Background: an optimization exercise with open tools, aiming at small area, a short achievable clock period and few clock cycles. Do not read the settings as production practice.
At most, simulation tests tie the RTL to the original design; equivalence was not proved.
Function not checked in runs 2 and 3: the RTL went through the layout flow alone.
No activity file was given, so power comes from the tool's default toggle rates.

`flow/config.mk`:
```
export PLATFORM = sky130hd
export DESIGN_NAME = uop_frontend
export DESIGN_NICKNAME = uop_frontend
export VERILOG_FILES = /design/flow/design.v
export SDC_FILE = /design/flow/constraint.sdc
export NUM_CORES = 4
export LEC_CHECK = 0
export CAP_MARGIN = 20
export CORE_MARGIN = 2
export CORE_UTILIZATION = 40
export SLEW_MARGIN = 20
```
`flow/constraint.sdc`:
```
create_clock -name core_clock -period 8.5 [get_ports {clk}]
set_input_delay 1.7000 -clock core_clock [delete_from_list [all_inputs] [get_ports {clk}]]
set_output_delay 1.7000 -clock core_clock [all_outputs]
set_load 0.01 [all_outputs]
```
`flow/design.v`:
```
package isa_pkg;
    localparam logic [6:0] opc_op     = 7'b0110011;
    localparam logic [6:0] opc_op_imm = 7'b0010011;
    localparam logic [2:0] f3_add_sub = 3'b000;
    localparam logic [2:0] f3_mul     = 3'b000;
    localparam logic [2:0] f3_sll     = 3'b001;
    localparam logic [2:0] f3_xor     = 3'b100;
    localparam logic [2:0] f3_srl_sra = 3'b101;
    localparam logic [2:0] f3_or      = 3'b110;
    localparam logic [2:0] f3_and     = 3'b111;
    localparam logic [6:0] f7_base   = 7'b0000000;
    localparam logic [6:0] f7_alt    = 7'b0100000;
    localparam logic [6:0] f7_muldiv = 7'b0000001;
    typedef struct packed {
        logic [6:0] funct7;
        logic [4:0] rs2;
        logic [4:0] rs1;
        logic [2:0] funct3;
        logic [4:0] rd;
        logic [6:0] opcode;
    } r_fmt_t;
    typedef struct packed {
        logic [11:0] imm12;
        logic [4:0]  rs1;
        logic [2:0]  funct3;
        logic [4:0]  rd;
        logic [6:0]  opcode;
    } i_fmt_t;
    typedef union packed {
        r_fmt_t r_fmt;
        i_fmt_t i_fmt;
    } instr_word_u;
endpackage
package uop_pkg;
    typedef enum logic [3:0] {
        uop_add,
        uop_sub,
        uop_and,
        uop_or,
        uop_xor,
        uop_sll,
        uop_srl,
        uop_beq,
        uop_bne,
        uop_nop
    } uop_op_t;
    typedef enum logic [1:0] {
        opk_reg,
        opk_trap_src1,
        opk_trap_src2,
        opk_trap_dst
    } operand_kind_t;
    typedef logic [4:0] reg_idx_t;
    localparam reg_idx_t reg_x0   = 5'd0;
    localparam reg_idx_t reg_tmp0 = 5'd16;
    localparam reg_idx_t reg_tmp1 = 5'd17;
    localparam reg_idx_t reg_tmp2 = 5'd18;
    localparam reg_idx_t reg_tmp3 = 5'd19;
    localparam reg_idx_t reg_tmp4 = 5'd20;
    localparam int num_arch_regs = 16;
    localparam int num_regs      = 24;
    typedef logic [4:0]        rom_addr_t;
    typedef logic signed [4:0] br_off_t;
    localparam int        ucode_rom_rows = 32;
    localparam rom_addr_t rom_ent_mul    = 5'd0;
endpackage
module uop_frontend #(
    parameter int xlen = 32
) (
    input  logic                 clk,
    input  logic                 reset,
    input  logic                 instr_valid,
    input  isa_pkg::instr_word_u instr,
    output logic                 instr_ready,
    output logic                 wb_valid,
    output uop_pkg::reg_idx_t    wb_reg,
    output logic [xlen-1:0]      wb_data
);
    localparam int MB = 16;             
    localparam int NS = 32 / MB;        
    localparam int ND = MB / 2;         
    logic [31:0] rf [1:15];
    logic [31:0] opa, opb;              
    logic        ex_wr;                 
    logic        ex_mul;                
    logic        ex_cap;                
    logic [1:0]  ex_step;
    logic        ex_add, ex_sub, ex_and, ex_or, ex_xor, ex_sll, ex_srl;
    logic        fwd_a, fwd_b;          
    logic [3:0]  ex_rd;
    logic        ready_q;
    assign instr_ready = ready_q;
    logic [31:0] w;
    assign w = instr;
    logic [6:0] d_opc, d_f7;
    logic [2:0] d_f3;
    logic [4:0] d_rd, d_rs1, d_rs2;
    assign d_opc = w[6:0];
    assign d_rd  = w[11:7];
    assign d_f3  = w[14:12];
    assign d_rs1 = w[19:15];
    assign d_rs2 = w[24:20];
    assign d_f7  = w[31:25];
    logic d_rtype, d_itype;
    logic d_add, d_sub, d_and, d_or, d_xor, d_mul, d_sll, d_srl, d_any, d_wr;
    always_comb begin
        d_rtype = d_opc == 7'b0110011 && !d_rd[4] && !d_rs1[4] && !d_rs2[4];
        d_itype = d_opc == 7'b0010011 && !d_rd[4] && !d_rs1[4];
        d_add = (d_rtype && d_f7 == 7'b0000000 && d_f3 == 3'b000) || (d_itype && d_f3 == 3'b000);
        d_sub = d_rtype && d_f7 == 7'b0100000 && d_f3 == 3'b000;
        d_and = d_rtype && d_f7 == 7'b0000000 && d_f3 == 3'b111;
        d_or  = d_rtype && d_f7 == 7'b0000000 && d_f3 == 3'b110;
        d_xor = d_rtype && d_f7 == 7'b0000000 && d_f3 == 3'b100;
        d_mul = d_rtype && d_f7 == 7'b0000001 && d_f3 == 3'b000;
        d_sll = d_itype && d_f7 == 7'b0000000 && d_f3 == 3'b001;
        d_srl = d_itype && d_f7 == 7'b0000000 && d_f3 == 3'b101;
        d_any = d_add | d_sub | d_and | d_or | d_xor | d_mul | d_sll | d_srl;
        d_wr  = d_any && d_rd[3:0] != 4'd0;
    end
    logic acc;
    assign acc = instr_valid & ready_q;
    logic [31:0] rd1, rd2;
    always_comb begin
        rd1 = '0;
        rd2 = '0;
        for (int i = 1; i < 16; i++) begin
            rd1 = rd1 | ({32{d_rs1[3:0] == 4'(i)}} & rf[i]);
            rd2 = rd2 | ({32{d_rs2[3:0] == 4'(i)}} & rf[i]);
        end
    end
    logic byp_a, byp_b;    
    logic nfw_a, nfw_b;    
    assign byp_a = wb_valid && wb_reg[3:0] == d_rs1[3:0];
    assign byp_b = wb_valid && wb_reg[3:0] == d_rs2[3:0];
    assign nfw_a = ex_wr && ex_rd == d_rs1[3:0] && d_rs1[3:0] != 4'd0;
    assign nfw_b = ex_wr && ex_rd == d_rs2[3:0] && d_rs2[3:0] != 4'd0 && !d_itype;
    logic [31:0] a, b, bx, sum, lres, sres, res;
    assign a  = fwd_a ? wb_data : opa;
    assign b  = fwd_b ? wb_data : opb;
    assign bx = b ^ {32{ex_sub}};
    assign sum = a + bx + {31'd0, ex_sub};
    assign lres = ({32{ex_and}} & (a & b)) | ({32{ex_or}} & (a | b)) | ({32{ex_xor}} & (a ^ b));
    assign sres = ({32{ex_sll}} & (a << opb[4:0])) | ({32{ex_srl}} & (a >> opb[4:0]));
    assign res  = ({32{ex_add | ex_sub}} & sum) | lres | sres;
    logic [MB-1:0] chunk;
    logic          below;
    assign chunk = opb[31:32-MB];
    assign below = (ex_step != 2'(NS - 1)) ? opb[31-MB] : 1'b0;
    logic [ND+1:0][31:0] rows;
    logic [MB:0]         bx3;
    logic [ND-1:0]       bneg, bone, btwo;
    logic [ND-1:0][31:0] bm;
    assign bx3 = {chunk, below};
    always_comb begin
        for (int j = 0; j < ND; j++) begin
            bneg[j] = bx3[2*j+2] & ~(bx3[2*j+1] & bx3[2*j]);
            bone[j] = bx3[2*j+1] ^ bx3[2*j];
            btwo[j] = (bx3[2*j+2] & ~bx3[2*j+1] & ~bx3[2*j]) | (~bx3[2*j+2] & bx3[2*j+1] & bx3[2*j]);
            bm[j]   = (({32{bone[j]}} & opa) | ({32{btwo[j]}} & {opa[30:0], 1'b0})) ^ {32{bneg[j]}};
            rows[j] = bm[j] << (2 * j);
        end
        rows[ND] = wb_data << MB;
        rows[ND+1] = opb << MB;
        for (int j = 0; j < ND; j++) rows[ND+1][2*j] = bneg[j];
    end
    logic [31:0] ms, mc;
    generate
        if (ND + 2 == 10) begin : g_t10
            csa_tree10 t (.r(rows), .s(ms), .c(mc));
        end else begin : g_t6
            csa_tree6 t (.r(rows), .s(ms), .c(mc));
        end
    endgenerate
    logic [31:0] b_step;
    always_comb begin
        for (int i = 0; i < 32; i++) begin
            b_step[i] = (i < MB * (int'(ex_step) + 1)) ? mc[i] : ((i >= MB) ? opb[i-MB] : 1'b0);
        end
    end
    logic last_step;
    assign last_step = ex_mul && !ex_cap && ex_step == 2'(NS - 1);
    always_ff @(posedge clk) begin
        if (acc) begin
            opa <= byp_a ? wb_data : rd1;
            opb <= d_itype ? {{20{w[31]}}, w[31:20]} : (byp_b ? wb_data : rd2);
        end else if (ex_mul) begin
            if (ex_cap) begin
                if (fwd_a) opa <= wb_data;
                if (fwd_b) opb <= wb_data;
            end else begin
                opb <= b_step;
            end
        end
    end
    always_ff @(posedge clk) begin
        if (reset) begin
            ex_wr   <= 1'b0;
            ex_mul  <= 1'b0;
            ex_cap  <= 1'b0;
            ready_q <= 1'b1;
        end else if (acc) begin
            ex_wr   <= d_wr;
            ex_mul  <= d_wr & d_mul;
            ex_cap  <= d_wr & d_mul & (nfw_a | nfw_b);
            ready_q <= !(d_wr & d_mul);
        end else if (ex_mul) begin
            ex_cap <= 1'b0;
            if (last_step) begin
                ex_mul  <= 1'b0;
                ready_q <= 1'b1;
            end
        end else begin
            ex_wr <= 1'b0;
        end
    end
    always_ff @(posedge clk) begin
        if (acc) begin
            ex_rd   <= d_rd[3:0];
            ex_add  <= d_add;
            ex_sub  <= d_sub;
            ex_and  <= d_and;
            ex_or   <= d_or;
            ex_xor  <= d_xor;
            ex_sll  <= d_sll;
            ex_srl  <= d_srl;
            fwd_a   <= nfw_a;
            fwd_b   <= nfw_b;
            ex_step <= '0;
        end else if (ex_mul) begin
            if (ex_cap) begin
                fwd_a <= 1'b0;
                fwd_b <= 1'b0;
            end else begin
                ex_step <= ex_step + 2'd1;
                if (last_step) begin
                    ex_add <= 1'b1;
                    fwd_a  <= 1'b1;
                    fwd_b  <= 1'b0;
                end
            end
        end
    end
    always_ff @(posedge clk) begin
        if (reset) begin
            wb_valid <= 1'b0;
        end else begin
            wb_valid <= ex_wr & ~ex_mul;
        end
    end
    always_ff @(posedge clk) begin
        wb_reg  <= {1'b0, ex_rd};
        wb_data <= (ex_mul & ~ex_cap) ? ms : res;
    end
    always_ff @(posedge clk) begin
        for (int i = 1; i < 16; i++) begin
            if (wb_valid && wb_reg[3:0] == 4'(i)) rf[i] <= wb_data;
        end
    end
endmodule
module csa_row (
    input  logic [31:0] x,
    input  logic [31:0] y,
    input  logic [31:0] z,
    output logic [31:0] s,
    output logic [31:0] c
);
    logic [31:0] m;
    assign s = x ^ y ^ z;
    assign m = (x & y) | (x & z) | (y & z);
    assign c = {m[30:0], 1'b0};
endmodule
module csa_tree6 (
    input  logic [5:0][31:0] r,
    output logic [31:0] s,
    output logic [31:0] c
);
    logic [31:0] s0, c0, s1, c1, s2, c2;
    csa_row l1a (.x(r[4]), .y(r[5]), .z(r[0]), .s(s0), .c(c0));
    csa_row l1b (.x(r[1]), .y(r[2]), .z(r[3]), .s(s1), .c(c1));
    csa_row l2  (.x(s0), .y(c0), .z(s1), .s(s2), .c(c2));
    csa_row l3  (.x(s2), .y(c2), .z(c1), .s(s), .c(c));
endmodule
module csa_tree10 (
    input  logic [9:0][31:0] r,
    output logic [31:0] s,
    output logic [31:0] c
);
    logic [31:0] s0, c0, s1, c1, s2, c2, s3, c3, s4, c4, s5, c5, s6, c6;
    csa_row l1a (.x(r[8]), .y(r[9]), .z(r[0]), .s(s0), .c(c0));
    csa_row l1b (.x(r[1]), .y(r[2]), .z(r[3]), .s(s1), .c(c1));
    csa_row l1c (.x(r[4]), .y(r[5]), .z(r[6]), .s(s2), .c(c2));
    csa_row l2a (.x(s0), .y(c0), .z(s1), .s(s3), .c(c3));
    csa_row l2b (.x(c1), .y(s2), .z(c2), .s(s4), .c(c4));
    csa_row l3  (.x(s3), .y(c3), .z(s4), .s(s5), .c(c5));
    csa_row l4  (.x(s5), .y(c5), .z(c4), .s(s6), .c(c6));
    csa_row l5  (.x(s6), .y(c6), .z(r[7]), .s(s), .c(c));
endmodule
```
`flow/run.sh`:
```
#!/bin/bash
# synth_recipe.tcl (not shown) runs the flow's synth.tcl, then flattens the netlist and writes it again
# the make line also repeats each setting of config.mk as NAME=value (left out here)
make -C /OpenROAD-flow-scripts/flow DESIGN_CONFIG=/design/flow/config.mk WORK_HOME=/design/flow/orfs CLKGATE_MAP_FILE= SYNTH_SCRIPT=/design/flow/synth_recipe.tcl finish
```
==> out/metrics.csv, run 1 <==
metric;value;unit
largest_register;rf;
syn_inst;3746;
peakVddDrop;0.774;mV
async_flop_share;0;
drtPass1Iterations;12;
htree_num_levels;3;
track_usage;0.330;
regArea;17600;µm²
required;9.07;ns
vias_per_cell;6.95;
min_period_over_period;0.713;
pin_count;74;
clock.fmax;0.165;GHz
cts_sinks;600;
coreArea;104000;µm²
cap_viol_max_count;0;
final_area;46600;µm²
postCtsSetupRepairBufs;0;
chipWidth;327;µm
dieArea;107000;µm²
hold_buffers;0;
cts_buffers;66;
yosys.area.top_type;edfxtp_1;
syn_area;41800;µm²
fill_cells;9638;
clk_pin_slew;0.06;ns
ys.flop_type;edfxtp_1;
routed_wl;181000;µm
synth.distinct_cells;84;
ctsResizeCount;0;
synth_top_area_frac;0.400;
drtAntennaViolNets;0;
critPathKind;register to register;
avgSynthCellArea;11.2;µm²
tightest_slew;1.17;ns
ys_seq_area_frac;0.421;
drcViolationCount;0;
finish.net_count;4050;
slew_headroom;0.199;
syn-num-nets;4095;
netlist_top_cells_count;557 x edfxtp_1, 515 x a22oi_1, 247 x clkbuf_1, 196 x nor2_1, 187 x inv_1;
root_buffer;clkbuf_16;
holdWs;0.463;ns
syn2layout_area_growth;11.5;%
startpoint;opb[21];
num_vias;35700;
cts_tree;yes;
start_util;0.403;
io_buffers;72;
grt_pass1_wl;254000;µm
worstSetupEndpointType;register;
place_inst;5013;
largest_register_ff_count;480;
yosys-top-cells-area;edfxtp_1 40%, a22oi_1 9.3%, fa_1 8.0%;
path_max_fanout;26;
status;timing/DRC/antenna clean;
ys_warn_count;2;
routabilityCongestion;1.02;
dieHeight;327;µm
powerDensity;479;nW/µm²
ys_seq_elements;600;
fin_crit;6.06;ns
hp-class;register to register;
antenna_found_initial;8;
wire_per_inst;35.2;µm
multiInputGateArea;22500;µm²
yosysMostFrequentCell;edfxtp_1;
hold_viol;0;
drive_gt1_frac;0.114;
grt-ovfl-total;0;
rows;118;
rr_startpoint;opb[21];
slew_violations;0;
place_area;44400;µm²
worstPathArrival;6.63;ns
min-delay-start;ex_rd[2];
startpoint_type;register;
power;22.3;mW
hpwl;114000;µm
fin_tns_setup;0;ns
rsz0062_at_grt;false;
clock_latency;0.65;ns
fin_skew;0.0638;ns
clk_path_buf_depth;3;
grt_pass1_vias;34000;
p_leak;16.7;nW
synth_edf_count;557;
finalSetupViolations;0;
grt_max_degree;63;
drt-initial-drc-count;7046;
fin_cells;5134;
==> routing by layer <==
metal	up-vias	track usage	routed length [µm]
met4	12	0.177	11500
met1	17600	0.442	66300
met3	644	0.119	29000
met2	3160	0.465	73800
li1	14300	-	-
met5	-	0	69
==> final timing paths <==
check | cells past startpoint | endpoint | slack, ns
max | 15 | wb_data[30] | 2.44
min | 0 | wb_reg[2] | 0.46
max reg2reg | 15 | wb_data[30] | 2.44
min reg2reg | 0 | wb_reg[2] | 0.46
==> placed cells by master, fill, tap and decap left out, types with 17 or more instances in the layout <==
cell,count
nor2_1,181
nand2b_1,24
edfxtp_1,557
o21ai_0,82
clkdlybuf4s50_1,72
ha_1,148
a21oi_1,147
inv_1,185
xnor2_1,133
fa_1,166
a22oi_1,515
a211oi_1,38
mux2i_1,124
o211ai_1,28
a22o_1,42
mux2_2,25
nor2b_1,19
xor2_1,150
mux4_2,50
nand2_1,154
buf_4,148
clkbuf_16,66
and3_1,17
a222oi_1,64
nor3_1,22
a221oi_1,56
nand3_1,106
o22ai_1,17
nand4_1,40
dfxtp_1,41
==> stage by stage <==
stage / util / worst slack (ns)
after global routing: 0.450 / 2.33
after CTS: 0.450 / 2.54
after global placement: 0.429 / 2.60
final: 0.450 / 2.44
after floorplan: - / 3.13
after detailed placement: 0.429 / 2.56
==> power by group <==
part	internal, mW	switching (mW)	leakage (nW)	total, mW
Combinational	5.51	9.95	10.2	15.5
Sequential	3.63	0.299	5.51	3.93
Clock	1.66	1.28	1.03	2.94
Total	10.8	11.5	16.7	22.3
==> critical path: stages, from the launching register on <==
cell and delay [ns]:
edfxtp_1 0.54, ha_1 1.01, a22oi_1 0.23, xor2_1 0.22, fa_1 0.58, inv_1 0.06
fa_1 0.52, inv_1 0.05, fa_1 0.46, fa_1 0.54, inv_1 0.06, fa_1 0.57
nor2_1 0.10, or4b_2 0.66, o32a_1 0.30, nand3_1 0.07
==> layout make-up <==
cell class	instances	area share
timing repair buffer	221	0.0397
tap	1380	0.0370
sequential	600	0.377
antenna	1	0.0000537
inverter	200	0.0161
clock buffer	78	0.0364
clock inverter	42	0.0101
multi-input combinational	2612	0.483
==> cells by family after synthesis <==
group / count (synthesis) / synth area share
AO/OA/AOI/OAI: 1133 / 0.199
AND/OR/NAND/NOR: 668 / 0.0778
flip-flops: 600 / 0.421
buffers and inverters: 534 / 0.0508
adder cells (fa/ha/maj): 314 / 0.124
XOR/XNOR: 283 / 0.0593
multiplexers: 213 / 0.0683
other: 1 / 0.0000897
Testbench counts, summed over its fixed seeds: cycles 14,504.
==> run 2, diff against run 1 <==
--- a/flow/design.v
+++ b/flow/design.v
@@ -78,4 +78,3 @@
 );
-    localparam int MB = 16;             
-    localparam int NS = 32 / MB;        
+    localparam int MB = 8;              
     localparam int ND = MB / 2;         
@@ -86,3 +85,3 @@
     logic        ex_cap;                
-    logic [1:0]  ex_step;
+    logic [2:0]  ex_step;
     logic        ex_add, ex_sub, ex_and, ex_or, ex_xor, ex_sll, ex_srl;
@@ -136,3 +135,3 @@
     assign nfw_b = ex_wr && ex_rd == d_rs2[3:0] && d_rs2[3:0] != 4'd0 && !d_itype;
-    logic [31:0] a, b, bx, sum, lres, sres, res;
+    logic [31:0] a, b, bx, sum, lres, shin, shr, shrev, sres, res;
     assign a  = fwd_a ? wb_data : opa;
@@ -142,9 +141,12 @@
     assign lres = ({32{ex_and}} & (a & b)) | ({32{ex_or}} & (a | b)) | ({32{ex_xor}} & (a ^ b));
-    assign sres = ({32{ex_sll}} & (a << opb[4:0])) | ({32{ex_srl}} & (a >> opb[4:0]));
+    always_comb begin
+        for (int i = 0; i < 32; i++) shin[i] = ex_sll ? a[31-i] : a[i];
+        shr = shin >> opb[4:0];
+        for (int i = 0; i < 32; i++) shrev[i] = shr[31-i];
+    end
+    assign sres = ({32{ex_sll}} & shrev) | ({32{ex_srl}} & shr);
     assign res  = ({32{ex_add | ex_sub}} & sum) | lres | sres;
-    logic [MB-1:0] chunk;
-    logic          below;
-    assign chunk = opb[31:32-MB];
-    assign below = (ex_step != 2'(NS - 1)) ? opb[31-MB] : 1'b0;
-    logic [ND+1:0][31:0] rows;
+    logic [31:0]         pc;         
+    logic                bprev;      
+    logic                negc;       
     logic [MB:0]         bx3;
@@ -152,4 +154,9 @@
     logic [ND-1:0][31:0] bm;
-    assign bx3 = {chunk, below};
-    always_comb begin
+    logic [31:0]         mask;       
+    logic [5:0][31:0]    rows;
+    logic                first;
+    assign first = ex_step == 3'd0;
+    assign bx3 = {opb[MB-1:0], bprev & ~first};
+    always_comb begin
+        for (int i = 0; i < 32; i++) mask[i] = 3'(i / MB) >= ex_step;
         for (int j = 0; j < ND; j++) begin
@@ -158,25 +165,21 @@
             btwo[j] = (bx3[2*j+2] & ~bx3[2*j+1] & ~bx3[2*j]) | (~bx3[2*j+2] & bx3[2*j+1] & bx3[2*j]);
-            bm[j]   = (({32{bone[j]}} & opa) | ({32{btwo[j]}} & {opa[30:0], 1'b0})) ^ {32{bneg[j]}};
+            bm[j]   = (({32{bone[j]}} & opa) | ({32{btwo[j]}} & {opa[30:0], 1'b0})) ^ ({32{bneg[j]}} & mask);
             rows[j] = bm[j] << (2 * j);
         end
-        rows[ND] = wb_data << MB;
-        rows[ND+1] = opb << MB;
-        for (int j = 0; j < ND; j++) rows[ND+1][2*j] = bneg[j];
+        for (int s = 0; s < 5; s++) begin
+            for (int j = 0; j < ND - 1; j++) begin
+                if (MB * s + 2 * j < 32)
+                    rows[j+1][MB*s+2*j] = rows[j+1][MB*s+2*j] | (bneg[j] & (ex_step == 3'(s)));
+            end
+            if (s > 0 && MB * s - 2 < 32)
+                rows[0][MB*s-2] = rows[0][MB*s-2] | (negc & (ex_step == 3'(s)));
+        end
+        rows[ND]   = first ? 32'd0 : wb_data;
+        rows[ND+1] = first ? 32'd0 : pc;
     end
     logic [31:0] ms, mc;
-    generate
-        if (ND + 2 == 10) begin : g_t10
-            csa_tree10 t (.r(rows), .s(ms), .c(mc));
-        end else begin : g_t6
-            csa_tree6 t (.r(rows), .s(ms), .c(mc));
-        end
-    endgenerate
-    logic [31:0] b_step;
-    always_comb begin
-        for (int i = 0; i < 32; i++) begin
-            b_step[i] = (i < MB * (int'(ex_step) + 1)) ? mc[i] : ((i >= MB) ? opb[i-MB] : 1'b0);
-        end
-    end
-    logic last_step;
-    assign last_step = ex_mul && !ex_cap && ex_step == 2'(NS - 1);
+    csa_tree6 t (.r(rows), .s(ms), .c(mc));
+    logic last_step, mdone;
+    assign mdone = (opb[31:MB-1] == '0 || opb[31:MB-1] == '1) && !bneg[ND-1];
+    assign last_step = ex_mul && !ex_cap && mdone;
     always_ff @(posedge clk) begin
@@ -190,5 +193,11 @@
             end else begin
-                opb <= b_step;
-            end
-        end
+                opa <= opa << MB;
+                opb <= mdone ? mc : {{MB{opb[31]}}, opb[31:MB]};
+            end
+        end
+    end
+    always_ff @(posedge clk) begin
+        pc    <= mc;
+        bprev <= opb[MB-1];
+        negc  <= bneg[ND-1];
     end
@@ -233,3 +242,3 @@
             end else begin
-                ex_step <= ex_step + 2'd1;
+                ex_step <= ex_step + 3'd1;
                 if (last_step) begin
@@ -282,16 +291 @@
 endmodule
-module csa_tree10 (
-    input  logic [9:0][31:0] r,
-    output logic [31:0] s,
-    output logic [31:0] c
-);
-    logic [31:0] s0, c0, s1, c1, s2, c2, s3, c3, s4, c4, s5, c5, s6, c6;
-    csa_row l1a (.x(r[8]), .y(r[9]), .z(r[0]), .s(s0), .c(c0));
-    csa_row l1b (.x(r[1]), .y(r[2]), .z(r[3]), .s(s1), .c(c1));
-    csa_row l1c (.x(r[4]), .y(r[5]), .z(r[6]), .s(s2), .c(c2));
-    csa_row l2a (.x(s0), .y(c0), .z(s1), .s(s3), .c(c3));
-    csa_row l2b (.x(c1), .y(s2), .z(c2), .s(s4), .c(c4));
-    csa_row l3  (.x(s3), .y(c3), .z(s4), .s(s5), .c(c5));
-    csa_row l4  (.x(s5), .y(c5), .z(c4), .s(s6), .c(c6));
-    csa_row l5  (.x(s6), .y(c6), .z(r[7]), .s(s), .c(c));
-endmodule
--- a/flow/config.mk
+++ b/flow/config.mk
@@ -10,2 +10,3 @@
 export CORE_UTILIZATION = 40
+export SETUP_SLACK_MARGIN = 5
 export SLEW_MARGIN = 20
==> run 2 against run 1 <==
Against the previous run: cell count grew 2.5%; area after synthesis shrank 3.7%; sequential share of layout area shrank 1.6 points; register-to-register slack gained 1.9 ns; clock-buffer cell count grew 17; wire length grew 2.5%; sequential power grew 4%; critical path depth grew 4; flip-flop and latch count grew 33; clock skew shrank 0.027 ns; critical endpoint is now opb[23]; largest cell class unchanged; largest power group unchanged.
==> out/metrics.csv, run 2 <==
metric;value;unit;change
htree_num_levels;3;;unchanged
cts_tree;yes;;
clk_path_buf_depth;3;;unchanged
synth_top_area_frac;0.415;;+0.0152
start_util;0.403;;-0.000611
synth_edf_count;557;;unchanged
min_period_over_period;0.484;;-0.229
ys.flop_type;edfxtp_1;;
startpoint_type;register;;
clock.fmax;0.243;GHz;+47%
yosysMostFrequentCell;edfxtp_1;;
rows;116;;-1.7%
cts_buffers;71;;+7.6%
io_buffers;72;;unchanged
syn_area;40300;µm²;-3.7%
drcViolationCount;0;;unchanged
rsz0062_at_grt;true;;
slew_headroom;0.180;;-0.0182
finish.net_count;4160;;+2.7%
drtAntennaViolNets;0;;unchanged
place_area;43300;µm²;-2.5%
p_leak;18.2;nW;+8.9%
path_max_fanout;6;;-77%
avgSynthCellArea;10.9;µm²;-1.9%
fin_crit;4.12;ns;-1.95 ns
syn-num-nets;3937;;-3.9%
place_inst;4901;;-2.2%
yosys.area.top_type;edfxtp_1;;
tightest_slew;1.23;ns;+0.0583 ns
layout_commonest_cell;edfxtp_1;;
ys_warn_count;2;;unchanged
finalSetupViolations;0;;unchanged
powerDensity;258;nW/µm²;-46%
cts_sinks;633;;+5.5%
largest_register_ff_count;480;;unchanged
wire_per_inst;35.2;µm;about the same
slew_violations;0;;unchanged
syn2layout_area_growth;25.9;%;
syn_inst;3680;;-1.8%
grt_pass1_wl;257000;µm;+1.3%
grt-ovfl-total;0;;unchanged
largest_register;rf;;
synth.distinct_cells;77;;-8.3%
clock_latency;0.65;ns;about the same
root_buffer;clkbuf_16;;
pin_count;74;;unchanged
track_usage;0.348;;+0.0181
ys_seq_area_frac;0.453;;+0.0324
place_ws;3.08;ns;+0.516 ns
yosys-top-cells-area;edfxtp_1 42%, a22oi_1 7.8%, fa_1 5.6%;;
hold_buffers;0;;unchanged
drive_gt1_frac;0.252;;+0.138
fin_tns_setup;0;ns;unchanged
worstPathArrival;4.46;ns;-2.17 ns
drtPass1Iterations;10;;-2
layout_common_cells;557 x edfxtp_1, 367 x a22oi_1, 221 x buf_4;;
drt-initial-drc-count;7393;;+4.9%
coreArea;100000;µm²;-3.5%
vias_per_cell;6.99;;+0.61%
async_flop_share;0;;unchanged
chipWidth;321;µm;-1.8%
netlist_top_cells_count;557 x edfxtp_1, 420 x a22oi_1, 244 x clkbuf_1, 227 x inv_1, 221 x nand2_1;;
num_vias;36800;;+3.2%
routed_wl;185000;µm;+2.5%
dieHeight;321;µm;-1.8%
hold_viol;0;;unchanged
routabilityCongestion;1.01;;-1.7%
status;timing/DRC/antenna clean;;
grt_pass1_vias;35300;;+3.9%
antenna_found_initial;11;;+3
fin_skew;0.0366;ns;-0.0272 ns
hp-class;register to register;;
grt_max_degree;79;;+25%
cap_viol_max_count;0;;unchanged
setup_slack;4.38;ns;+1.95 ns
dieArea;103000;µm²;-3.6%
worstSetupEndpointType;register;;
hpwl;110000;µm;-3.5%
fin_cells;5264;;+2.5%
critPathKind;register to register;;
required;8.85;ns;-0.22 ns
final_area;50700;µm²;+8.7%
ys_seq_elements;633;;+5.5%
clk_pin_slew;0.06;ns;about the same
peakVddDrop;0.155;mV;-80%
-- run 2: cell types whose count changed after synthesis, moves of 40 or more --
cell      change
a22oi_1      -95
xor2_1       -67
nand2_1      +65
and2_1       +61
fa_1         -54
o21ai_0      +54
o211ai_1     +50
a21oi_1      -40
inv_1        +40
-- run 2: worst paths after layout --
kind	startpoint	endpoint	slack [ns]	depth (start not counted)
max	ex_step[0]	opb[23]	4.38	19
min	ex_rd[1]	wb_reg[1]	0.45	0
max reg2reg	ex_step[0]	opb[23]	4.38	19
min reg2reg	ex_rd[1]	wb_reg[1]	0.45	0
-- run 2: worst max-delay path, stage by stage (launching register included) --
cell,delay (ns)
dfxtp_4,0.37
clkinv_4,0.06
ha_4,0.17
nand2b_4,0.08
nand2_4,0.06
buf_6,0.12
o22ai_4,0.20
buf_12,0.14
buf_12,0.11
a22oi_2,0.06
xnor2_1,0.22
o31ai_2,0.11
fa_1,0.54
inv_2,0.05
fa_2,0.56
inv_2,0.04
fa_2,0.43
a211oi_4,0.30
a21oi_2,0.07
a2bb2oi_1,0.15
-- run 2: timing repair --
| item | 4_1_cts | 5_1_grt |
|---|---|---|
| endpoints found under the hold margin | 0 | 0 |
| setup buffers | 147 | 50 |
| gates resized for setup | 475 | 162 |
| pin swaps | 115 | 90 |
| gates cloned | 23 | 7 |
| setup endpoints to repair | 163 | 106 |
-- run 2: cell type report --
cell class	instances	area, µm²
clock inverter	34	428
timing repair inverter	1	8.76
clock buffer	95	1970
inverter	231	915
fill	8601	49300
sequential	633	18300
timing repair buffer	439	5080
antenna	7	17.5
multi-input combinational	2526	22300
tap	1298	1620
-- run 2: kinds of logic after synthesis --
logic type | Yosys count | share of synthesized area
compound gates | 1076 | 0.193
simple gates | 789 | 0.0938
flops | 633 | 0.453
buf+inv | 524 | 0.0503
mux | 240 | 0.0769
fa+ha+maj | 222 | 0.0899
xor+xnor | 195 | 0.0424
other cells | 1 | 0.0000931
-- run 2: routing by layer --
layer | share of wire | GRT usage
met5 | 0.00044 | 0
met2 | 0.41 | 0.494
met4 | 0.076 | 0.206
met3 | 0.16 | 0.134
met1 | 0.36 | 0.448
-- run 2: report_power, final --
| group | total (mW) | switching [mW] | internal [mW] | leakage (nW) |
|---|---|---|---|---|
| Clock | 3.24 | 1.38 | 1.86 | 1.15 |
| Combinational | 5.74 | 3.45 | 2.29 | 11.4 |
| Sequential | 4.09 | 0.237 | 3.85 | 5.66 |
-- run 2: stage by stage --
step / hold slack [ns] / total power, mW / utilization
global placement: 0.445 / 8.74 / 0.433
global route: 0.477 / 13.4 / 0.507
floorplan: 0.407 / 6.79 / -
detailed placement: 0.439 / 8.78 / 0.433
finish: 0.445 / 13.1 / 0.507
CTS: 0.452 / 12.6 / 0.494
==> run 3, diff against run 2 <==
--- a/flow/config.mk
+++ b/flow/config.mk
@@ -10,3 +10,3 @@
 export CORE_UTILIZATION = 40
-export SETUP_SLACK_MARGIN = 5
+export SETUP_SLACK_MARGIN = 4
 export SLEW_MARGIN = 20
==> run 3 against run 2 <==
Against the previous run: clock power about the same; largest power group unchanged; total power decreased by 6.0%; clock skew decreased by 0.0057 ns; area after synthesis unchanged; core utilization decreased by 4.8 points; via count decreased by 4.7%; combinational power decreased by 13%; die area unchanged; first-iteration DRC count decreased by 8.7%; still clean on timing, DRC and antenna.
==> out/metrics.csv, run 3 <==
metric;value;unit;change
avgSynthCellArea;10.9;µm²;unchanged
status;timing/DRC/antenna clean;;
ys.flop_type;edfxtp_1;;
routabilityCongestion;1.01;;about the same
yosys.area_share.simple;0.0938;;unchanged
synth_compound_gate_area_share;0.193;;unchanged
tightest_slew;1.15;ns;-0.0770 ns
finalCoreUtilization;0.459;;-0.0479
worstReg2RegEnd;wb_data[30];;
htree_num_levels;3;;unchanged
cts_tree;yes;;
syn2layout_area_growth;14.0;%;
grt_max_degree;65;;-18%
fin_tns_setup;0;ns;unchanged
clk_path_buf_depth;3;;unchanged
clockPowerShare;0.264;;+0.016
coreArea;100000;µm²;unchanged
rsz0062_at_grt;true;;
path_max_fanout;32;;+26
place_area;43000;µm²;-0.75%
fin_skew;0.0309;ns;-0.00567 ns
io_buffers;72;;unchanged
startpoint_type;input port;;
dieArea;103000;µm²;unchanged
drtAntennaViolNets;0;;unchanged
async_flop_share;0;;unchanged
worst-r2r-cell-count;10;;-9
ys_warn_count;2;;unchanged
rr_startpoint;ex_sll;;
num_vias;35100;;-4.7%
startpoint;instr[17];;
drtPass1Iterations;9;;-1
vias_per_cell;6.92;;-1.0%
holdWs;0.439;ns;-0.00651 ns
seqPwrFrac;0.329;;+0.016
cap_viol_max_count;0;;unchanged
rrSetupSlack;4.05;ns;-0.33 ns
powerDensity;267;nW/µm²;+3.8%
worstSetupEndpointType;register;;
cts_sinks;633;;unchanged
min_period_over_period;0.527;;+0.0423
grt-ovfl-total;0;;unchanged
synth-xor-area-share;0.0424;;unchanged
yosys.area.top_type;edfxtp_1;;
required;8.86;ns;about the same
synth_edf_count;557;;unchanged
finish.net_count;3966;;-4.7%
layout_commonest_cell;edfxtp_1;;
fin_crit;4.48;ns;+0.360 ns
p_leak;16.4;nW;-10%
swShare;0.392;;+0.00459
multiInputGateArea;20600;µm²;-7.9%
clk_pin_slew;0.06;ns;about the same
synth_top_family_by_area;compound AO/OA/AOI/OAI gates;;
clock_latency;0.65;ns;about the same
antenna_found_initial;11;;unchanged
grt_pass1_wl;247000;µm;-3.9%
grt_pass1_vias;33200;;-6.0%
syn_area;40300;µm²;unchanged
rows;116;;unchanged
slew_violations;0;;unchanged
p_sw;4.81;mW;-4.9%
root_buffer;clkbuf_16;;
layout_common_cells;557 x edfxtp_1, 420 x a22oi_1, 225 x inv_1;;
syn_inst;3680;;unchanged
routed_wl;177000;µm;-4.6%
cts_buffers;73;;+2.8%
final_area;45900;µm²;-9.4%
drcViolationCount;0;;unchanged
hold_viol;0;;unchanged
regArea;18300;µm²;-0.22%
cp-endpoint;opa[9];;
hp-class;register to register;;
drt-initial-drc-count;6748;;-8.7%
yosysMostFrequentCell;edfxtp_1;;
combPwrFrac;0.407;;-0.032
drive_gt1_frac;0.132;;-0.119
synth.distinct_cells;77;;unchanged
pin_count;74;;unchanged
critPathKind;input port to register;;
muxShareOfSynthArea;0.0769;;unchanged
internal-power;7.46;mW;-6.7%
finalSetupViolations;0;;unchanged
wire_per_inst;34.8;µm;-0.94%
netlist_top_cells_count;557 x edfxtp_1, 420 x a22oi_1, 244 x clkbuf_1, 227 x inv_1, 221 x nand2_1;;
synth_top_area_frac;0.415;;unchanged
slew_headroom;0.233;;+0.0522
worstPathArrival;4.84;ns;+0.38 ns
fill_cells;9117;;+6.0%
clock.fmax;0.223;GHz;-8.0%
dieHeight;321;µm;unchanged
synth-adder-area-share;0.0899;;unchanged
ys_seq_elements;633;;unchanged
peakVddDrop;0.169;mV;+9.1%
ys_seq_area_frac;0.453;;unchanged
track_usage;0.334;;-0.0135
yosys-top-cells-area;edfxtp_1 42%, a22oi_1 7.8%, fa_1 5.6%;;
largest_register_ff_count;480;;unchanged
chipWidth;321;µm;unchanged
hpwl;114000;µm;+3.0%
power;12.3;mW;-6.0%
largest_register;rf;;
start_util;0.403;;unchanged
syn-num-nets;3937;;unchanged
==> run 3: logic make-up after synthesis <==
group | after synthesis
compound gates | 1076
simple gates | 789
flops | 633
buf+inv | 524
mux | 240
fa+ha+maj | 222
xor+xnor | 195
other cells | 1
==> run 3: how the worst min path moves through the flow <==
| stage | cells past startpoint | from | slack (ns) | endpoint |
|---|---|---|---|---|
| 5_1_grt | 0 | ex_rd[2] | 0.47 | wb_reg[2] |
| 4_1_cts | 0 | ex_rd[2] | 0.45 | wb_reg[2] |
| 3_3_place_gp | 0 | ex_rd[2] | 0.43 | wb_reg[2] |
| 2_1_floorplan | 0 | ex_rd[2] | 0.41 | wb_reg[2] |
| 3_5_place_dp | 0 | ex_rd[3] | 0.43 | wb_reg[3] |
| 6_report | 0 | ex_rd[2] | 0.44 | wb_reg[2] |
==> run 3: critical path, stage by stage <==
cell,delay [ns]
clkdlybuf4s50_1,0.74
nand2_1,0.45
nor2_4,0.06
buf_4,0.36
a22o_1,0.33
a221oi_1,0.20
nand3_1,0.13
nor2_1,0.23
nand2_1,0.19
o211ai_1,0.25
o21ai_0,0.16
==> run 3: what timing repair did <==
item | 4_1_cts | 5_1_grt
hold buffers | 0 | 0
setup endpoints to repair | 100 | 47
resized for setup | 37 | 44
pin swaps | 6 | 6
gates cloned | 3 | 0
hold endpoints to repair | 0 | 0
buffers inserted | 8 | 13
==> run 3: final cells by class <==
| class | count | area share |
|---|---|---|
| inverter | 231 | 0.0192 |
| clock inverter | 46 | 0.0111 |
| sequential | 633 | 0.398 |
| antenna | 6 | 0.000327 |
| multi-input combinational | 2526 | 0.448 |
| timing repair buffer | 244 | 0.0468 |
| clock buffer | 83 | 0.0411 |
| tap | 1298 | 0.0354 |
==> run 3: per-layer routing <==
metal / vias up / track usage / share of wire
li1: 14100 / - / -
met2: 3074 / 0.481 / 0.42
met5: - / 0 / 0.00027
met3: 585 / 0.113 / 0.15
met4: 8 / 0.176 / 0.063
met1: 17300 / 0.445 / 0.37
==> run 3: per-stage QoR <==
stage / setup WS, ns / std cells
final: 4.02 / 5067
after global routing: 3.96 / 5062
after CTS: 3.99 / 5048
after detailed placement: 2.51 / 4908
after global placement: 2.60 / 4908
after floorplan: 4.00 / 3680
==> run 3: power groups by stage <==
| stage | combinational (mW) | clock [mW] | sequential, mW |
|---|---|---|---|
| 3_3_place_gp | 4.77 | 0 | 4.09 |
| 2_1_floorplan | 2.50 | 0 | 4.21 |
| 4_1_cts | 4.83 | 3.24 | 4.02 |
| 3_5_place_dp | 4.79 | 0 | 4.08 |
| 5_1_grt | 5.25 | 3.36 | 4.04 |
| 6_report | 4.99 | 3.24 | 4.04 |
==> run 4, diff against run 3 <==
--- a/flow/design.v
+++ b/flow/design.v
@@ -82,2 +82,3 @@
     logic [31:0] opa, opb;              
+    logic [31:0] pc;                    
     logic        ex_wr;                 
@@ -85,3 +86,4 @@
     logic        ex_cap;                
-    logic [2:0]  ex_step;
+    logic [4:0]  ex_step;               
+    logic [3:0]  ex_mbyte;              
     logic        ex_add, ex_sub, ex_and, ex_or, ex_xor, ex_sll, ex_srl;
@@ -136,4 +138,5 @@
     logic [31:0] a, b, bx, sum, lres, shin, shr, shrev, sres, res;
+    logic        fin;                  
     assign a  = fwd_a ? wb_data : opa;
-    assign b  = fwd_b ? wb_data : opb;
+    assign b  = ({32{fwd_b}} & wb_data) | ({32{fin}} & pc) | ({32{~fwd_b & ~fin}} & opb);
     assign bx = b ^ {32{ex_sub}};
@@ -147,4 +150,3 @@
     assign sres = ({32{ex_sll}} & shrev) | ({32{ex_srl}} & shr);
-    assign res  = ({32{ex_add | ex_sub}} & sum) | lres | sres;
-    logic [31:0]         pc;         
+    assign res  = (ex_add | ex_sub) ? sum : (lres | sres);
     logic                bprev;      
@@ -157,6 +159,6 @@
     logic                first;
-    assign first = ex_step == 3'd0;
+    assign first = ex_step[0];
     assign bx3 = {opb[MB-1:0], bprev & ~first};
     always_comb begin
-        for (int i = 0; i < 32; i++) mask[i] = 3'(i / MB) >= ex_step;
+        for (int i = 0; i < 32; i++) mask[i] = ex_mbyte[i / MB];
         for (int j = 0; j < ND; j++) begin
@@ -171,6 +173,6 @@
                 if (MB * s + 2 * j < 32)
-                    rows[j+1][MB*s+2*j] = rows[j+1][MB*s+2*j] | (bneg[j] & (ex_step == 3'(s)));
+                    rows[j+1][MB*s+2*j] = rows[j+1][MB*s+2*j] | (bneg[j] & ex_step[s]);
             end
             if (s > 0 && MB * s - 2 < 32)
-                rows[0][MB*s-2] = rows[0][MB*s-2] | (negc & (ex_step == 3'(s)));
+                rows[0][MB*s-2] = rows[0][MB*s-2] | (negc & ex_step[s]);
         end
@@ -185,3 +187,3 @@
     always_ff @(posedge clk) begin
-        if (acc) begin
+        if (ready_q) begin
             opa <= byp_a ? wb_data : rd1;
@@ -194,3 +196,3 @@
                 opa <= opa << MB;
-                opb <= mdone ? mc : {{MB{opb[31]}}, opb[31:MB]};
+                opb <= {{MB{opb[31]}}, opb[31:MB]};
             end
@@ -225,3 +227,4 @@
     always_ff @(posedge clk) begin
-        if (acc) begin
+        if (ready_q) begin
+            fin     <= 1'b0;
             ex_rd   <= d_rd[3:0];
@@ -236,3 +239,4 @@
             fwd_b   <= nfw_b;
-            ex_step <= '0;
+            ex_step  <= 5'b00001;
+            ex_mbyte <= 4'b1111;
         end else if (ex_mul) begin
@@ -242,3 +246,4 @@
             end else begin
-                ex_step <= ex_step + 3'd1;
+                ex_step  <= {ex_step[3:0], 1'b0};
+                ex_mbyte <= {ex_mbyte[2:0], 1'b0};
                 if (last_step) begin
@@ -247,2 +252,3 @@
                     fwd_b  <= 1'b0;
+                    fin    <= 1'b1;
                 end
--- a/flow/config.mk
+++ b/flow/config.mk
@@ -9,4 +9,5 @@
 export CORE_MARGIN = 2
-export CORE_UTILIZATION = 40
-export SETUP_SLACK_MARGIN = 4
+export CORE_UTILIZATION = 55
+export CTS_BUF_LIST = sky130_fd_sc_hd__clkbuf_4 sky130_fd_sc_hd__clkbuf_8
+export SETUP_SLACK_MARGIN = 5
 export SLEW_MARGIN = 20
==> run 4 against run 3 <==
Against the previous run: still clean on timing, DRC and antenna; area after synthesis increased by 0.77%; setup slack improved by 0.63 ns; critical path depth increased by 4; core utilization increased by 23 points; flip-flop and latch count increased by 6; final area increased by 9.7%; synthesized cell count decreased by 0.41%; sequential power decreased by 7.4%; largest cell class unchanged; highest routed layer unchanged.
==> out/metrics.csv, run 4 <==
metric;value;unit;change
critPathKind;register to register;;
p_leak;18.5;nW;+13%
coreArea;73000;µm²;-27%
io_buffers;72;;unchanged
clockPowerShare;0.275;;+0.011
worstSetupEndpointType;register;;
place_ws;2.95;ns;+0.438 ns
holdWs;0.498;ns;+0.0591 ns
syn2layout_area_growth;24.1;%;
syn_inst;3665;;-0.41%
hpwl;111000;µm;-2.1%
ys_seq_elements;639;;+0.95%
cts_sinks;639;;+0.95%
grt-ovfl-total;0;;unchanged
root_buffer;clkbuf_8;;
fin_crit;3.85;ns;-0.625 ns
final_area;50300;µm²;+9.7%
track_usage;0.499;;+0.165
pin_count;74;;unchanged
startpoint_type;register;;
worstPathCellList;buf_12, buf_6, mux2i_2, buf_4, inv_1, ha_1, a21oi_4, o21ai_4, a2111oi_4, o31a_1, a221oi_2, o211ai_1, buf_4, mux2i_2, nor3_2;;
hold_viol;0;;unchanged
min-delay-start;ex_step[4];;
hp-class;register to register;;
routed_wl;197000;µm;+12%
cp_top_family;compound AO/OA/AOI/OAI gates;;
ys.flop_type;edfxtp_1;;
synth.distinct_cells;84;;+9.1%
place_area;42700;µm²;-0.63%
ys_warn_count;2;;unchanged
whs_path_depth;2;;+2
status;timing/DRC/antenna clean;;
fin_skew;0.0472;ns;+0.0162 ns
seqPwrFrac;0.360;;+0.031
avgSynthCellArea;11.1;µm²;+1.2%
netlist_top_cells_count;557 x edfxtp_1, 448 x a22oi_1, 264 x clkbuf_1, 201 x inv_1, 176 x nor2_1;;
dieArea;76000;µm²;-26%
htree_num_levels;3;;unchanged
slowest_delay;0.47;ns;-0.27 ns
path_max_fanout;4;;-88%
vias_per_cell;7.90;;+14%
dieHeight;276;µm;-14%
worstPathArrival;4.48;ns;-0.36 ns
layout_commonest_cell;edfxtp_1;;
syn-num-nets;3917;;-0.51%
peakVddDrop;0.279;mV;+65%
num_vias;39300;;+12%
yosysMostFrequentCell;edfxtp_1;;
path_buf_inv;5;;+3
tightest_slew;1.34;ns;+0.187 ns
drtAntennaViolNets;0;;unchanged
rows;99;;-15%
drtPass1Iterations;12;;+3
hold-path-endpoint;ex_step[4];;
finish.net_count;4162;;+4.9%
drcViolationCount;0;;unchanged
clk_path_buf_depth;3;;unchanged
rr_startpoint;fwd_a;;
antenna_found_initial;12;;+1
synth_edf_count;557;;unchanged
worstReg2RegEnd;wb_data[24];;
start_util;0.556;;+0.153
swShare;0.368;;-0.0236
layout_common_cells;557 x edfxtp_1, 405 x a22oi_1, 225 x buf_4;;
routabilityCongestion;1.04;;+3.7%
powerDensity;207;nW/µm²;-23%
drt-initial-drc-count;8570;;+27%
syn_area;40600;µm²;+0.77%
grt_max_degree;77;;+18%
cts_tree;yes;;
rrSetupSlack;4.65;ns;+0.60 ns
cts_buffers;104;;+42%
combPwrFrac;0.365;;-0.042
largest_register;rf;;
slew_headroom;0.109;;-0.124
internal-power;6.58;mW;-12%
finalSetupViolations;0;;unchanged
cap_viol_max_count;0;;unchanged
grt_pass1_vias;36600;;+10%
fin_tns_setup;0;ns;unchanged
clk_pin_slew;0.06;ns;about the same
worst-path-stages;15;;+4
wire_per_inst;39.6;µm;+14%
ys_seq_area_frac;0.453;;-0.000506
grt_pass1_wl;266000;µm;+7.7%
min_period_over_period;0.453;;-0.0736
largest_register_ff_count;480;;unchanged
clock.fmax;0.260;GHz;+16%
worst-r2r-cell-count;15;;+5
yosys-top-cells-area;edfxtp_1 41%, a22oi_1 8.3%, fa_1 5.5%;;
p_sw;3.84;mW;-20%
synth_top_area_frac;0.412;;-0.00318
slew_violations;0;;unchanged
chipWidth;276;µm;-14%
hold_buffers;0;;unchanged
required;9.13;ns;+0.27 ns
slowest_stage;edfxtp_1;;
drive_gt1_frac;0.250;;+0.118
yosys.area.top_type;edfxtp_1;;
rsz0062_at_grt;true;;
setup_slack;4.65;ns;+0.625 ns
async_flop_share;0;;unchanged
clock_latency;0.78;ns;+0.13 ns
## run 4: changes by cell type after synthesis, sizes merged, moves of 21 or more
cell and change:
a21oi +38, o21ai -45, o22ai +25, nor2b +56
mux2 -57, nor2 -23, clkbuf +21, xor2 -32
a22oi +28, xnor2 +30, nand2 -57, and2 -64
a22o +25
## run 4: how the worst max path moves through the flow
stage	end	slack, ns	start
floorplan	wb_data[14]	4.97	opb[0]
global placement	opb[2]	2.93	instr[23]
detailed placement	opb[2]	2.95	instr[23]
CTS	wb_data[31]	4.75	fwd_b
global route	wb_data[24]	4.54	opb[0]
finish	wb_data[24]	4.65	fwd_a
## run 4: layout make-up
type | count | area (µm²)
Antenna cell | 15 | 37.5
Clock buffer | 125 | 1590
Clock inverter | 69 | 556
Fill cell | 5211 | 22600
Inverter | 217 | 821
Multi-Input combinational cell | 2486 | 22100
Sequential cell | 639 | 18500
Tap cell | 959 | 1200
Timing Repair Buffer | 462 | 5580
## run 4: metal layers
layer  global-route usage  up-vias  part of all wire
met1                0.656    19000              0.34
met2                0.659     4425              0.39
met4                0.287       18             0.077
met5                    0        -           0.00093
li1                     -    14700                 -
met3                0.251     1052              0.19
## run 4: worst min-delay path, stage by stage (launching register included)
cell and delay [ns]:
dfxtp_1 0.33, nand2_1 0.06, a21oi_1 0.06
## run 4: power by group through the flow
stage	logic, mW	clock network, mW	registers [mW]
floorplan	2.07	0	3.61
global placement	2.88	0	3.80
detailed placement	2.95	0	3.80
CTS	3.47	2.85	3.72
global route	4.01	3.00	3.72
finish	3.80	2.86	3.74
## run 4: per-stage QoR
stage | util | power, mW | cells
floorplan | - | 5.67 | 3665
global placement | 0.585 | 6.68 | 4500
detailed placement | 0.586 | 6.75 | 4501
CTS | 0.668 | 10.0 | 4868
global route | 0.689 | 10.7 | 4959
finish | 0.690 | 10.4 | 4972
## run 4: what timing repair did
| item | in CTS | in global routing |
|---|---|---|
| buffers inserted | 148 | 81 |
| setup endpoints to repair | 167 | 88 |
| gates resized for setup | 513 | 147 |
| pin swaps | 179 | 146 |
| cloned | 25 | 6 |
## run 4: cells by family (layout without fill, tap and decap cells)
| logic type | count (synthesis) | count (layout) | share of synthesized area |
|---|---|---|---|
| other cells | 1 | 16 | 0.0000924 |
| flops | 639 | 639 | 0.453 |
| mux | 189 | 189 | 0.0687 |
| buf+inv | 541 | 873 | 0.0533 |
| simple gates | 745 | 746 | 0.0911 |
| compound gates | 1139 | 1139 | 0.204 |
| fa+ha+maj | 217 | 217 | 0.0875 |
| xor+xnor | 194 | 194 | 0.0422 |
Testbench counts of run 4, summed over its fixed seeds: cycles 15,585.
==> run 5, diff against run 4 <==
--- a/flow/config.mk
+++ b/flow/config.mk
@@ -9,4 +9,3 @@
 export CORE_MARGIN = 2
-export CORE_UTILIZATION = 55
-export CTS_BUF_LIST = sky130_fd_sc_hd__clkbuf_4 sky130_fd_sc_hd__clkbuf_8
+export CORE_UTILIZATION = 40
 export SETUP_SLACK_MARGIN = 5
==> run 5 against run 4 <==
Against the previous run: still clean on timing, DRC and antenna; die area is 37% higher; clock-buffer cell count is 40 lower; core utilization is 18 points lower; highest routed layer unchanged.
==> out/metrics.csv, run 5 <==
metric;value;unit;change
cap_viol_max_count;0;;unchanged
synth.distinct_cells;84;;unchanged
fin_crit;3.92;ns;+0.0694 ns
syn2layout_area_growth;27.0;%;
dieArea;104000;µm²;+37%
whs_path_depth;2;;unchanged
critPathKind;register to register;;
fin_cells;5311;;+6.8%
muxShareOfSynthArea;0.0687;;unchanged
fin_skew;0.0542;ns;+0.00704 ns
hold_viol;0;;unchanged
hp-class;register to register;;
worstPathArrival;4.45;ns;-0.03 ns
grt_max_degree;51;;-34%
avgSynthCellArea;11.1;µm²;unchanged
finish.net_count;4134;;-0.67%
io_buffers;72;;unchanged
routabilityCongestion;1.03;;-1.5%
hpwl;112000;µm;+1.0%
routed_wl;200000;µm;+1.4%
async_flop_share;0;;unchanged
antenna_found_initial;13;;+1
worstPathCellList;mux2i_4, inv_2, ha_1, buf_4, o21ai_0, a21oi_1, nand4bb_1, buf_4, a211oi_2, o21bai_4, a211oi_2, mux2i_1, a211oi_1;;
ys_warn_count;2;;unchanged
rows;116;;+17%
finalSetupViolations;0;;unchanged
drcViolationCount;0;;unchanged
hold-path-endpoint;ex_step[4];;
synth_compound_gate_area_share;0.204;;unchanged
cts_buffers;72;;-31%
syn_area;40600;µm²;unchanged
clock_latency;0.68;ns;-0.10 ns
root_buffer;clkbuf_16;;
place_inst;4920;;+9.3%
ys_seq_area_frac;0.453;;unchanged
drive_gt1_frac;0.241;;-0.00963
slew_violations;0;;unchanged
synth-xor-area-share;0.0422;;unchanged
grt-ovfl-total;0;;unchanged
slowest_stage;edfxtp_1;;
synth_edf_count;557;;unchanged
netlist_top_cells_count;557 x edfxtp_1, 448 x a22oi_1, 264 x clkbuf_1, 201 x inv_1, 176 x nor2_1;;
hold_buffers;0;;unchanged
drtPass1Iterations;16;;+4
grt_pass1_vias;35600;;-2.8%
slowest_delay;0.82;ns;+0.35 ns
ys.flop_type;edfxtp_1;;
yosysMostFrequentCell;edfxtp_1;;
status;timing/DRC/antenna clean;;
clock.fmax;0.255;GHz;-1.8%
num_vias;38300;;-2.4%
syn-num-nets;3917;;unchanged
peakVddDrop;0.170;mV;-39%
yosys-top-cells-area;edfxtp_1 41%, a22oi_1 8.3%, fa_1 5.5%;;
clk_path_buf_depth;3;;unchanged
htree_num_levels;3;;unchanged
cts_sinks;639;;unchanged
tightest_slew;1.29;ns;-0.0493 ns
fin_tns_setup;0;ns;unchanged
synth_top_area_frac;0.412;;unchanged
p_leak;18.7;nW;+1.1%
layout_commonest_cell;edfxtp_1;;
cts_tree;yes;;
clk_pin_slew;0.06;ns;about the same
drt-initial-drc-count;8172;;-4.6%
largest_register_ff_count;480;;unchanged
grt_pass1_wl;271000;µm;+1.8%
synth-adder-area-share;0.0875;;unchanged
chipWidth;322;µm;+17%
worstSetupEndpointType;register;;
min_period_over_period;0.461;;+0.00817
rr_startpoint;opa[8];;
synth_top_family_by_area;compound AO/OA/AOI/OAI gates;;
min-delay-start;ex_step[4];;
pin_count;74;;unchanged
ys_seq_elements;639;;unchanged
track_usage;0.368;;-0.131
start_util;0.405;;-0.152
yosys.area_share.simple;0.0911;;unchanged
rrSetupSlack;4.58;ns;-0.07 ns
drtAntennaViolNets;0;;unchanged
wire_per_inst;37.6;µm;-5.0%
rsz0062_at_grt;true;;
path_max_fanout;13;;+9
dieHeight;322;µm;+17%
vias_per_cell;7.21;;-8.7%
coreArea;100000;µm²;+37%
slew_headroom;0.135;;+0.0262
worst-r2r-cell-count;13;;-2
startpoint_type;register;;
yosys.area.top_type;edfxtp_1;;
powerDensity;220;nW/µm²;+6.3%
largest_register;rf;;
syn_inst;3665;;unchanged
required;9.03;ns;-0.10 ns
layout_common_cells;557 x edfxtp_1, 422 x a22oi_1, 214 x buf_4;;
worstReg2RegEnd;wb_data[31];;
## run 5: cell types whose count changed in the layout (fill, tap and decap cells not counted), moves of 17 or more
cell	change
clkbuf_16	+73
clkbuf_8	-101
a22oi_2	-17
clkbuf_4	-22
clkinv_1	-25
a22oi_1	+17
## run 5: routing by layer
metal | vias to the layer above | global-route usage | share of wire
li1 | 14700 | - | -
met1 | 18600 | 0.464 | 0.34
met2 | 3964 | 0.515 | 0.40
met3 | 1079 | 0.146 | 0.17
met4 | 14 | 0.254 | 0.092
met5 | - | 0.00926 | 0.0011
## run 5: cell families after synthesis
logic type / count (synthesis)
flip-flops: 639
adder cells (fa/ha/maj): 217
other: 1
AND/OR/NAND/NOR: 745
multiplexers: 189
XOR/XNOR: 194
buffers and inverters: 541
AO/OA/AOI/OAI: 1139
## run 5: stage by stage
| step | total power [mW] | instance area [µm²] | worst slack [ns] | util | hold WS, ns |
|---|---|---|---|---|---|
| floorplan | 5.67 | 41000 | 4.97 | - | 0.409 |
| global placement | 7.07 | 43300 | 3.25 | 0.432 | 0.447 |
| detailed placement | 7.12 | 43400 | 3.15 | 0.432 | 0.451 |
| CTS | 10.8 | 50100 | 4.70 | 0.500 | 0.458 |
| global route | 11.6 | 51500 | 4.55 | 0.513 | 0.494 |
| finish | 11.3 | 51500 | 4.58 | 0.514 | 0.470 |
## run 5: repair_timing
action,in CTS,in global routing
gates resized for setup,496,150
gates cloned,38,9
pin swaps,109,103
setup buffers,142,56
endpoints found under the setup margin,169,109
## run 5: area by class of cell
| type | instances | area (µm²) |
|---|---|---|
| multi-input combinational | 2491 | 22300 |
| timing repair buffer | 461 | 5810 |
| tap | 1357 | 1700 |
| sequential | 639 | 18400 |
| fill | 8546 | 48800 |
| clock buffer | 85 | 1880 |
| antenna | 12 | 30.0 |
| inverter | 217 | 827 |
| clock inverter | 49 | 544 |
## run 5: report_power, final
group,internal [mW],total (mW),switching (mW)
clock network,1.80,3.27,1.47
registers,3.48,3.67,0.188
logic,1.78,4.39,2.61
## run 5: how the worst max path moves through the flow
stage / from / to / slack, ns / depth (start not counted)
global route: opb[3] / wb_data[16] / 4.55 / 12
floorplan: opb[0] / wb_data[14] / 4.97 / 16
detailed placement: instr[15] / opa[15] / 3.15 / 10
finish: opa[8] / wb_data[31] / 4.58 / 13
CTS: opb[3] / wb_data[24] / 4.70 / 14
global placement: instr[15] / opa[15] / 3.25 / 10
## run 5: critical path, delay by kind of cell, from the launching register on
| family | cells | cell delay (ns) |
|---|---|---|
| DFF | 1 | 0.82 |
| buffers and inverters | 3 | 0.45 |
| and+or+nand+nor | 1 | 0.12 |
| AOI/OAI and AO/OA | 6 | 1.23 |
| muxes | 2 | 0.79 |
| adders and majority gates | 1 | 0.35 |

-- port drivers added, routing unchanged --
How much do the figures lean on ideal ports? The routed layouts below were timed once more, with nothing changed but the port constraints.
Step 1: set_driving_cell puts a clkbuf_16 on clk and a buf_2 on each other input, an assumption about the parent block.
Step 2 also shifts input and output timing later by t, the mid clock arrival at the registers, as if the neighbouring blocks saw the same clock.
a / b / c = ideal / step 1 / step 2; a / b = the first two.
run | t, ns | setup slack, ns | latest minus earliest clock arrival (ns) | pins driven straight from the clock port
run 1 | 0.689 | 2.438 / 2.438 / 2.438 | 0.065 / 0.065 | 1
run 2 | 0.701 | 4.384 / 4.384 / 4.154 | 0.037 / 0.037 | 1
run 3 | 0.696 | 4.024 / 4.011 / 3.316 | 0.032 / 0.031 | 1
run 4 | 0.829 | 4.650 / 4.650 / 4.209 | 0.050 / 0.049 | 1
run 5 | 0.729 | 4.580 / 4.580 / 4.327 | 0.055 / 0.054 | 1
After both steps every run listed still meets setup and hold. The setup slack of run 3, which loses most, moves by -0.013 ns with the drivers and by -0.708 ns with both steps.
